This is an optimization exercise on Yosys and OpenROAD, whose aim is small area, a short achievable clock period and few clock cycles per item, not a production implementation.
In this exercise RTL edits were held to simulation tests only and were not proved equivalent to the original.
Power figures rest on the tool's default switching activity, not on a simulated workload. No driver is modelled on the clock port, so clocking that relies on it looks cheaper here than on a real chip.

==> flow/design.v <==
package apb4_sram_pkg;
  typedef enum logic [1:0] {
    ST_IDLE   = 2'd0,
    ST_SETUP  = 2'd1,
    ST_WAIT   = 2'd2,
    ST_ACCESS = 2'd3
  } apb_state_e;
  localparam int DEF_ADDR_W      = 32;
  localparam int DEF_DATA_W      = 32;
  localparam int DEF_DEPTH       = 64;
  localparam int DEF_WAIT_CYCLES = 2;
  localparam int WAIT_CYCLES_MAX = 15;
  localparam int CNT_W           = 4;
  function automatic logic [CNT_W-1:0] wait_load(input int cycles);
    if (cycles > WAIT_CYCLES_MAX) begin
      wait_load = CNT_W'(WAIT_CYCLES_MAX);
    end else if (cycles < 0) begin
      wait_load = {CNT_W{1'b0}};
    end else begin
      wait_load = CNT_W'(cycles);
    end
  endfunction
endpackage
module apb4_sram_mem
#(
  parameter int DATA_W = apb4_sram_pkg::DEF_DATA_W,
  parameter int DEPTH  = apb4_sram_pkg::DEF_DEPTH,
  parameter int AW     = 6
) (
  input  logic                clk,
  input  logic                rst_n,
  input  logic [AW-1:0]       addr,
  input  logic                wstart,
  input  logic [DATA_W/8-1:0] be,
  input  logic [DATA_W-1:0]   wdata,
  input  logic                re,
  output logic [DATA_W-1:0]   rdata
);
  localparam int BYTES = DATA_W / 8;
  localparam int GRP   = 8;
  localparam int NGRP  = DEPTH / GRP;
  logic [DEPTH-1:0][DATA_W-1:0] mem_r;
  logic [GRP-1:0]  sel_lo;
  logic [NGRP-1:0] sel_hi;
  always_comb begin
    for (int i = 0; i < GRP; i++) begin
      sel_lo[i] = (addr[2:0] == 3'(i));
    end
    for (int i = 0; i < NGRP; i++) begin
      sel_hi[i] = (addr[AW-1:3] == (AW-3)'(i));
    end
  end
  logic [GRP-1:0]  wsel_lo_r;
  logic [NGRP-1:0] wsel_hi_r;
  always_ff @(posedge clk or negedge rst_n) begin
    if (!rst_n) begin
      wsel_hi_r <= {NGRP{1'b0}};
    end else begin
      wsel_hi_r <= wstart ? sel_hi : {NGRP{1'b0}};
    end
  end
  always_ff @(posedge clk) begin
    wsel_lo_r <= sel_lo;
  end
  logic [NGRP-1:0]          wsel_hi_n;
  logic [GRP-1:0][BYTES-1:0] wsel_lob_n;
  logic [DEPTH-1:0][BYTES-1:0] wen;
  always_comb begin
    wsel_hi_n = ~wsel_hi_r;
    for (int i = 0; i < GRP; i++) begin
      for (int b = 0; b < BYTES; b++) begin
        wsel_lob_n[i][b] = !(wsel_lo_r[i] && be[b]);
      end
    end
  end
  for (genvar w = 0; w < DEPTH; w++) begin : g_wen
    for (genvar b = 0; b < BYTES; b++) begin : g_byte
      apb4_sram_nor2 u_wen (
        .a (wsel_hi_n[w / GRP]),
        .b (wsel_lob_n[w % GRP][b]),
        .y (wen[w][b])
      );
    end
  end
  always_ff @(posedge clk) begin
    for (int w = 0; w < DEPTH; w++) begin
      for (int b = 0; b < BYTES; b++) begin
        if (wen[w][b]) begin
          mem_r[w][b*8 +: 8] <= wdata[b*8 +: 8];
        end
      end
    end
  end
  for (genvar l = 0; l < BYTES; l++) begin : g_rlane
    logic [GRP-1:0]  rsel_lo;
    logic [NGRP-1:0] rsel_hi;
    apb4_sram_rdec u_dec (.addr (addr), .re (re), .lo (rsel_lo), .hi (rsel_hi));
    for (genvar i = 0; i < 8; i++) begin : g_rbit
      localparam int B = l*8 + i;
      logic [NGRP-1:0] grp;
      for (genvar g = 0; g < NGRP; g++) begin : g_grp
        logic [GRP-1:0] col;
        for (genvar k = 0; k < GRP; k++) begin : g_col
          assign col[k] = mem_r[g*GRP + k][B];
        end
        apb4_sram_andor8 u_lo (.a (col), .s (rsel_lo), .y (grp[g]));
      end
      apb4_sram_andor8 u_hi (.a (grp), .s (rsel_hi), .y (rdata[B]));
    end
  end
endmodule
module apb4_sram_andor8 (
  input  logic [7:0] a,
  input  logic [7:0] s,
  output logic       y
);
  assign y = |(a & s);
endmodule
module apb4_sram_nor2 (
  input  logic a,
  input  logic b,
  output logic y
);
  assign y = !(a || b);
endmodule
module apb4_sram_rdec (
  input  logic [5:0] addr,
  input  logic       re,
  output logic [7:0] lo,
  output logic [7:0] hi
);
  always_comb begin
    for (int i = 0; i < 8; i++) begin
      lo[i] = (addr[2:0] == 3'(i));
      hi[i] = re && (addr[5:3] == 3'(i));
    end
  end
endmodule
module apb4_sram_slave
#(
  parameter int ADDR_W      = apb4_sram_pkg::DEF_ADDR_W,
  parameter int DATA_W      = apb4_sram_pkg::DEF_DATA_W,
  parameter int DEPTH       = apb4_sram_pkg::DEF_DEPTH,
  parameter int WAIT_CYCLES = 0
) (
  input  logic                pclk,
  input  logic                presetn,
  input  logic                psel,
  input  logic                penable,
  input  logic                pwrite,
  input  logic [ADDR_W-1:0]   paddr,
  input  logic [DATA_W-1:0]   pwdata,
  input  logic [DATA_W/8-1:0] pstrb,
  output logic [DATA_W-1:0]   prdata,
  output logic                pready,
  output logic                pslverr
);
  localparam int BYTES  = DATA_W / 8;
  localparam int OFF_W  = $clog2(BYTES);
  localparam int MEM_AW = (DEPTH > 1) ? $clog2(DEPTH) : 1;
  logic              pready_r;
  logic              pslverr_r;
  logic [DATA_W-1:0] prdata_r;
  logic [ADDR_W-1:0] word_idx_s;
  logic              err_s;
  logic              setup_s;
  logic [BYTES-1:0]  be_s;
  logic [DATA_W-1:0] mem_rdata_s;
  always_comb begin
    word_idx_s = paddr >> OFF_W;
    err_s      = ((paddr & ADDR_W'(BYTES - 1)) != {ADDR_W{1'b0}}) ||
                 (word_idx_s >= ADDR_W'(DEPTH));
  end
  always_comb begin
    be_s = pstrb;
  end
  assign setup_s = psel && !penable && !pready_r;
  always_ff @(posedge pclk or negedge presetn) begin
    if (!presetn) begin
      pready_r  <= 1'b0;
      pslverr_r <= 1'b0;
    end else begin
      pready_r  <= setup_s;
      pslverr_r <= setup_s && err_s;
    end
  end
  always_ff @(posedge pclk) begin
    prdata_r <= mem_rdata_s;
  end
  apb4_sram_mem #(
    .DATA_W (DATA_W),
    .DEPTH  (DEPTH),
    .AW     (MEM_AW)
  ) u_mem (
    .clk    (pclk),
    .rst_n  (presetn),
    .addr   (word_idx_s[MEM_AW-1:0]),
    .wstart (setup_s && pwrite && !err_s),
    .be     (be_s),
    .wdata  (pwdata),
    .re     (!err_s),
    .rdata  (mem_rdata_s)
  );
  assign prdata  = prdata_r;
  assign pready  = pready_r;
  assign pslverr = pslverr_r;
endmodule
clock: 3.3 ns
lec_check: 0
cap_margin: 20
core_margin: 2
core_utilization: 60
cts_cluster_diameter: 100
cts_cluster_size: 30
gpl_routability_driven: 0
setup_slack_margin: 1.5
slew_margin: 20
synth_hierarchical: 1
synth_minimum_keep_size: 0
run.sh (not shown) runs the stock make flow with config.mk's settings and CLKGATE_MAP_FILE= SYNTH_SCRIPT=/design/flow/synth_recipe.tcl, a recipe that flattens the netlist after the stock synthesis.
The first run completed with no timing, DRC or antenna violations.
Testbench counts at the start, summed over its fixed seeds: cycles 80,000, transfers 40,000.
Edit:
- CORE_UTILIZATION: 60 -> 70
- GPL_ROUTABILITY_DRIVEN: 0 -> default
- PLACE_DENSITY: default -> 0.78
- SETUP_SLACK_MARGIN: 1.5 -> 1.65
What happened:
- The new run ran to the end with no violations
- cell count goes down by 5.4%
- worst hold slack gets worse by 0.035 ns
- synthesized cell count does not change
- power is about the same
- clock skew goes down by 0.0074 ns
- sequential power stays flat
- cell area goes down by 0.30%
- count of clock-buffer cells in the layout goes up by 1
- routed wire length goes down by 1.1%
- die area goes down by 14%
Edit:
- CORE_UTILIZATION: 70 -> 60
- PLACE_DENSITY: 0.78 -> default
- SETUP_SLACK_MARGIN: 1.65 -> 1.5
- TNS_END_PERCENT: default -> 5
Register-to-register slack got worse by 0.29 ns.
Design area rises by 0.35%.
Total power is about the same.
Area after synthesis does not change.
Clock skew stays flat.
Via count came out lower by 3.0%.
Core utilization falls by 11 points.
Die area came out higher by 16%.
Global-route usage shrinks by 4.3 points.
Edit:
- CORE_UTILIZATION: 60 -> 70
- PLACE_DENSITY: default -> 0.78
- TNS_END_PERCENT: 5 -> default
Outcome: Worst hold slack improved by 0.092 ns; worst setup slack improved by 0.050 ns; synthesized area stays the same; die area goes down by 14%; synthesized cell count is unchanged; maximum frequency goes up by 2.5%; first-iteration DRC count goes up by 22%.
Edit:
- CORE_UTILIZATION: 70 -> 60
- PLACE_DENSITY: 0.78 -> default
Final area stays flat.
Final cell count is higher by 3.1%.
Worst setup slack is worse by 0.047 ns.
Utilization went down by 11 points.
First-iteration DRC count decreases by 18%.
Synthesized cell count does not change.
Non-clock buffer count shrinks by 40.
Power stays flat.
Global-route usage went down by 4.3 points.
Edit:
- SETUP_SLACK_MARGIN: 1.5 -> 1.7
- TNS_END_PERCENT: default -> 5
Effect: The new run finished clean; power is lower by 0.41%; global-route usage fell by 0.21 points; synthesized area stays the same; clock-buffer cell count stays the same; combinational power went down by about 5%; clock power barely changes; cell area went down by 0.37%; synthesized cell count is unchanged; cell count is about the same; routed wire length goes down by 0.96%.

---

apb4_sram_slave, a different RTL version from the one above (not shown whole).
Size in the first run: ~110 I/O pins, ~0.075 mm² of cells after synthesis.
clock: 3.3 ns
lec_check: 0
cap_margin: 20
core_margin: 2
core_utilization: 70
cts_cluster_diameter: 100
cts_cluster_size: 30
place_density: 0.78
setup_slack_margin: 1.65
slew_margin: 20
synth_hierarchical: 1
synth_minimum_keep_size: 0
standard.sh (not shown) runs the stock make flow with config.mk's settings and CLKGATE_MAP_FILE= SYNTH_SCRIPT=/design/flow/synth_recipe.tcl, a recipe that flattens the netlist after the stock synthesis.
==> flow/flow/run.sh <==
#!/bin/bash
# The standard layout, with power recovery after global routing (it downsizes
# cells on paths with spare slack) and no dummy loads in the clock tree.
# make's full output goes to flow_make.log; ORFS keeps each step's log under orfs/logs.
set -euo pipefail
bash standard.sh RECOVER_POWER=30 \
  "CTS_ARGS=-sink_clustering_enable -repair_clock_nets -sink_clustering_size 30 -sink_clustering_max_diameter 100 -dont_use_dummy_load" \
  finish > flow_make.log 2>&1
The baseline completed and failed the layout checks on max-capacitance violations, max-slew violations.
Testbench counts at the start, summed over its fixed seeds: cycles 80,000, transfers 40,000.
==> next run, changes <==
==> flow/run.sh (new file) <==
#!/bin/bash
# synth_recipe.tcl (not shown) runs the flow's synth.tcl, then flattens the netlist and writes it again
# the make line also repeats each setting of config.mk as NAME=value (left out here)
make -C /OpenROAD-flow-scripts/flow DESIGN_CONFIG=/design/flow/config.mk WORK_HOME=/design/flow/orfs CLKGATE_MAP_FILE= SYNTH_SCRIPT=/design/flow/synth_recipe.tcl finish
removed: flow/flow/run.sh
removed: flow/standard.sh
The new run completed with no timing, DRC or antenna violations.
Cell area falls by 2.6%.
Total power barely changes.
Synthesized cell count is unchanged.
Die area is unchanged.
Routed wire length came out lower by 8.8%.
Sequential cell count is unchanged.
Core utilization drops by 2.1 points.
Critical path depth shrinks by 2.
Setup slack improved by 0.55 ns.
First-iteration DRC count shrinks by 16%.
==> next run, changes <==
CTS_CLUSTER_DIAMETER = 60   (was 100)
Outcome: The changed run passed the timing, DRC and antenna checks. First-iteration DRC count increases by 8.1%. Via count increases by 4.1%. Worst setup slack got worse by 0.012 ns.
==> next run, changes <==
CORE_UTILIZATION = 74   (was 70)
CTS_CLUSTER_DIAMETER = 100   (was 60)
PLACE_DENSITY = 0.82   (was 0.78)
After rerunning: The changed run finished with timing, DRC and antenna clean; register-to-register slack got worse by 0.02 ns; worst setup slack degrades by 0.015 ns; non-clock buffer count went down by 40.

[re-timing with driven ports]
Ports are ideal in the flow. The routed layouts listed here were re-timed in OpenROAD. Step 1: set_driving_cell puts a clkbuf_16 on pclk and a buf_2 on each other input, an assumption about the parent block. Step 2 also shifts input and output timing later by t, the mid clock arrival at the registers, as if the neighbouring blocks saw the same clock. Slacks: ideal / step 1 / step 2; pairs: ideal / step 1.
run | t (ns) | setup WS [ns] | worst hold slack (ns) | worst setup path after step 2 | worst register clock-pin slew, ns
the first run of note 1 | 0.790 | 1.258 / 1.240 / 0.451 | 0.255 / 0.212 / 0.608 | input to register | 0.12 / 0.12
the second run of note 1 | 0.776 | 1.382 / 1.314 / 0.615 | 0.220 / 0.204 / 0.485 | input to register | 0.12 / 0.12
the third run of note 1 | 0.774 | 1.255 / 1.198 / 0.425 | 0.244 / 0.253 / 0.482 | input to register | 0.12 / 0.12
the fourth run of note 1 | 0.782 | 1.305 / 1.321 / 0.565 | 0.337 / 0.296 / 0.463 | input to register | 0.11 / 0.11
the fifth run of note 1 | 0.790 | 1.258 / 1.240 / 0.451 | 0.255 / 0.212 / 0.608 | input to register | 0.12 / 0.12
the sixth run of note 1 | 0.772 | 1.057 / 1.064 / 0.292 | 0.334 / 0.291 / 0.511 | input to register | 0.12 / 0.12
the first run of note 2 | 0.776 | 0.826 / 0.831 / 0.055 | 0.285 / 0.228 / 0.538 | input to register | 0.12 / 0.12
the second run of note 2 | 0.766 | 1.373 / 1.352 / 0.628 | 0.216 / 0.164 / 0.527 | input to register | 0.12 / 0.12
the third run of note 2 | 0.855 | 1.361 / 1.279 / 0.460 | 0.144 / 0.086 / 0.524 | input to register | 0.11 / 0.11
the fourth run of note 2 | 0.786 | 1.346 / 1.288 / 0.502 | 0.194 / 0.251 / 0.618 | input to register | 0.12 / 0.12
The setup slack of the third run of note 2, which loses most, moves by -0.082 ns with the drivers and by -0.901 ns with both steps.
